Context: an optimization exercise on an open-source flow, tuned for small area and a short achievable clock period. The choices shown serve that exercise and are no tape-out recipe.
Where RTL was checked, it was by simulation tests only, not by an equivalence proof against the original.
No activity file was given, so power comes from the tool's default toggle rates.

Design fft_power_peak, start of the top module:
module fft_power_peak #(
    parameter  int N          = 8,
    parameter  int DATA_WIDTH = 16,
    localparam int BIN_W      = $clog2(N),
    localparam int PWR_W      = 2 * DATA_WIDTH + 1
) (
    input  logic                         clk,
    input  logic                         rst_n,
    input  logic signed [DATA_WIDTH-1:0] in_real,
    input  logic signed [DATA_WIDTH-1:0] in_imag,
    input  logic                         in_valid,
    input  logic                         clear,
    input  logic        [PWR_W-1:0]      thresh,
    output logic                         peak_over,
    output logic        [PWR_W-1:0]      pwr_out,
    output logic        [BIN_W-1:0]      pwr_bin,
    output logic                         pwr_valid,
    output logic        [PWR_W-1:0]      peak_pwr,
    output logic        [BIN_W-1:0]      peak_bin,
    output logic                         peak_valid,
    output logic        [15:0]           frame_cnt,
    output logic        [1:0]            dbg_state
);
For scale: roughly 210 flip-flops, ~160 I/O pins.
Settings: LEC_CHECK=0, CAP_MARGIN=20, CORE_MARGIN=2, CORE_UTILIZATION=40, SETUP_SLACK_MARGIN=4.2, SLEW_MARGIN=20, SYNTH_HIERARCHICAL=1, SYNTH_MINIMUM_KEEP_SIZE=0; clock period 7.5 ns.
standard.sh (not shown) runs the stock make flow with config.mk's settings and CLKGATE_MAP_FILE= SYNTH_SCRIPT=/design/flow/synth_recipe.tcl, a recipe that flattens the netlist after the stock synthesis.
==> flow/flow/run.sh <==
#!/bin/bash
# Layout flow: the standard flow (standard synthesis, floorplan, place, CTS, route,
# finish) unchanged, except that the port buffers are the platform's plain buf_1 cell
# instead of the resizer's default pick; repair_design and repair_timing still resize them.
set -euo pipefail
export BUFFER_PORTS_ARGS="-buffer_cell sky130_fd_sc_hd__buf_1"
bash standard.sh finish > standard.log 2>&1
The first run produced a clean layout.
Then changed:
--- a/flow/design.v
+++ b/flow/design.v
@@ -1211,35 +1211,33 @@
     always_ff @(posedge clk) begin
         r_pwr <= w_sum;
     end
     always_ff @(posedge clk or negedge rst_n) begin
         if (!rst_n) pwr_valid <= 1'b0;
         else        pwr_valid <= r_s1_valid & ~clear;
     end
     assign pwr_out = {1'b0, r_pwr};
-    assign pwr_bin = r_bin_cnt - 3'd1 - {2'b0, r_s1_valid};
+    always_ff @(posedge clk) begin
+        pwr_bin <= r_bin_cnt - 3'd1;
+    end
     logic        r_run, r_rep;
     logic [31:0] r_run_pwr;
     logic [2:0]  r_run_bin;
     logic [31:0] r_peak_pwr;
     logic        w_beat, w_bin0, w_bin7, w_gt, w_take, w_report;
     logic [31:0] w_nxt_pwr;
     logic [2:0]  w_nxt_bin;
     assign dbg_state  = {r_rep, r_run};
     assign peak_valid = r_rep;
     assign peak_pwr   = {1'b0, r_peak_pwr};
     assign w_beat   = pwr_valid & ~clear;
     assign w_bin0   = (pwr_bin == 3'd0);
     assign w_bin7   = (pwr_bin == 3'd7);
-    always_comb begin
-        w_gt = 1'b0;
-        for (int i = 0; i < 32; i++)
-            w_gt = (r_pwr[i] & ~r_run_pwr[i]) | ((r_pwr[i] | ~r_run_pwr[i]) & w_gt);
-    end
+    fpp_gt32 u_gt (.a(r_pwr), .b(r_run_pwr), .gt(w_gt));
     assign w_take   = w_beat & (r_run ? w_gt : w_bin0);
     assign w_report = w_beat & r_run & w_bin7;
     assign w_nxt_pwr = w_take ? r_pwr   : r_run_pwr;
     assign w_nxt_bin = w_take ? pwr_bin : r_run_bin;
     always_ff @(posedge clk) begin
         r_run_pwr <= w_nxt_pwr;
         r_run_bin <= w_nxt_bin;
     end
@@ -1259,25 +1257,45 @@
                 peak_bin   <= w_nxt_bin;
             end
         end
     end
     always_ff @(posedge clk or negedge rst_n) begin
         if (!rst_n) begin
             peak_over <= 1'b0;
         end else if (r_rep) begin
-            peak_over <= ({1'b0, r_peak_pwr} >= thresh);
+            peak_over <= ~w_thr_gt;
         end
     end
+    logic w_thr_gt;
+    fpp_gt33 u_thr (.a(thresh), .b({1'b0, r_peak_pwr}), .gt(w_thr_gt));
 endmodule
 module fpp_fa (
     input  logic a,
     input  logic b,
     input  logic c,
     output logic s,
     output logic co
 );
     assign s  = a ^ b ^ c;
     assign co = (a & b) | (c & (a ^ b));
 endmodule
+module fpp_gt32 (
+    input  logic [31:0] a,
+    input  logic [31:0] b,
+    output logic        gt
+);
+    always_comb begin
+        gt = 1'b0;
+        for (int i = 0; i < 32; i++)
+            gt = (a[i] & ~b[i]) | ((a[i] | ~b[i]) & gt);
+    end
+endmodule
+module fpp_gt33 (
+    input  logic [32:0] a,
+    input  logic [32:0] b,
+    output logic        gt
+);
+    assign gt = a > b;
+endmodule
 module fpp_cpa (input logic [31:0] a, input logic [31:0] b, output logic [31:0] y);
     assign y = a + b;
 endmodule
Final cell count rises by 3.7%.
Sequential power stays flat.
Flip-flop and latch count rises by 3.
Setup slack is better by 36 ps.
First-iteration DRC count rises by 32%.
Via count rises by 4.5%.
Function not checked in the first run of this note: the RTL went through the layout flow alone.

## separate check: timing with driven ports
The flow's constraints put no driver on any port. The routed layouts listed below were extracted and timed again, unchanged, in two steps.
Step 1 assumes that a clkbuf_16 drives the clock port and a buf_2 every other input.
Step 2 adds t to the input delays and takes it off the output delays; t is the mean of the earliest and latest rising clock arrival at the registers after step 1. Input paths then give back, and output paths get back, about the clock's delay inside the block.
a / b / c = no drivers / after step 1 / after step 2; a / b = the first two.
| run | shift t [ns] | slack for setup (ns) | worst setup path after step 2 | clock arrival spread, ns |
|---|---|---|---|---|
| the first run | 0.565 | 4.098 / 4.088 / 3.523 | input to register | 0.018 / 0.018 |
| the second run | 0.562 | 4.134 / 4.121 / 3.559 | input to register | 0.012 / 0.011 |
After both steps every run listed still meets setup and hold.
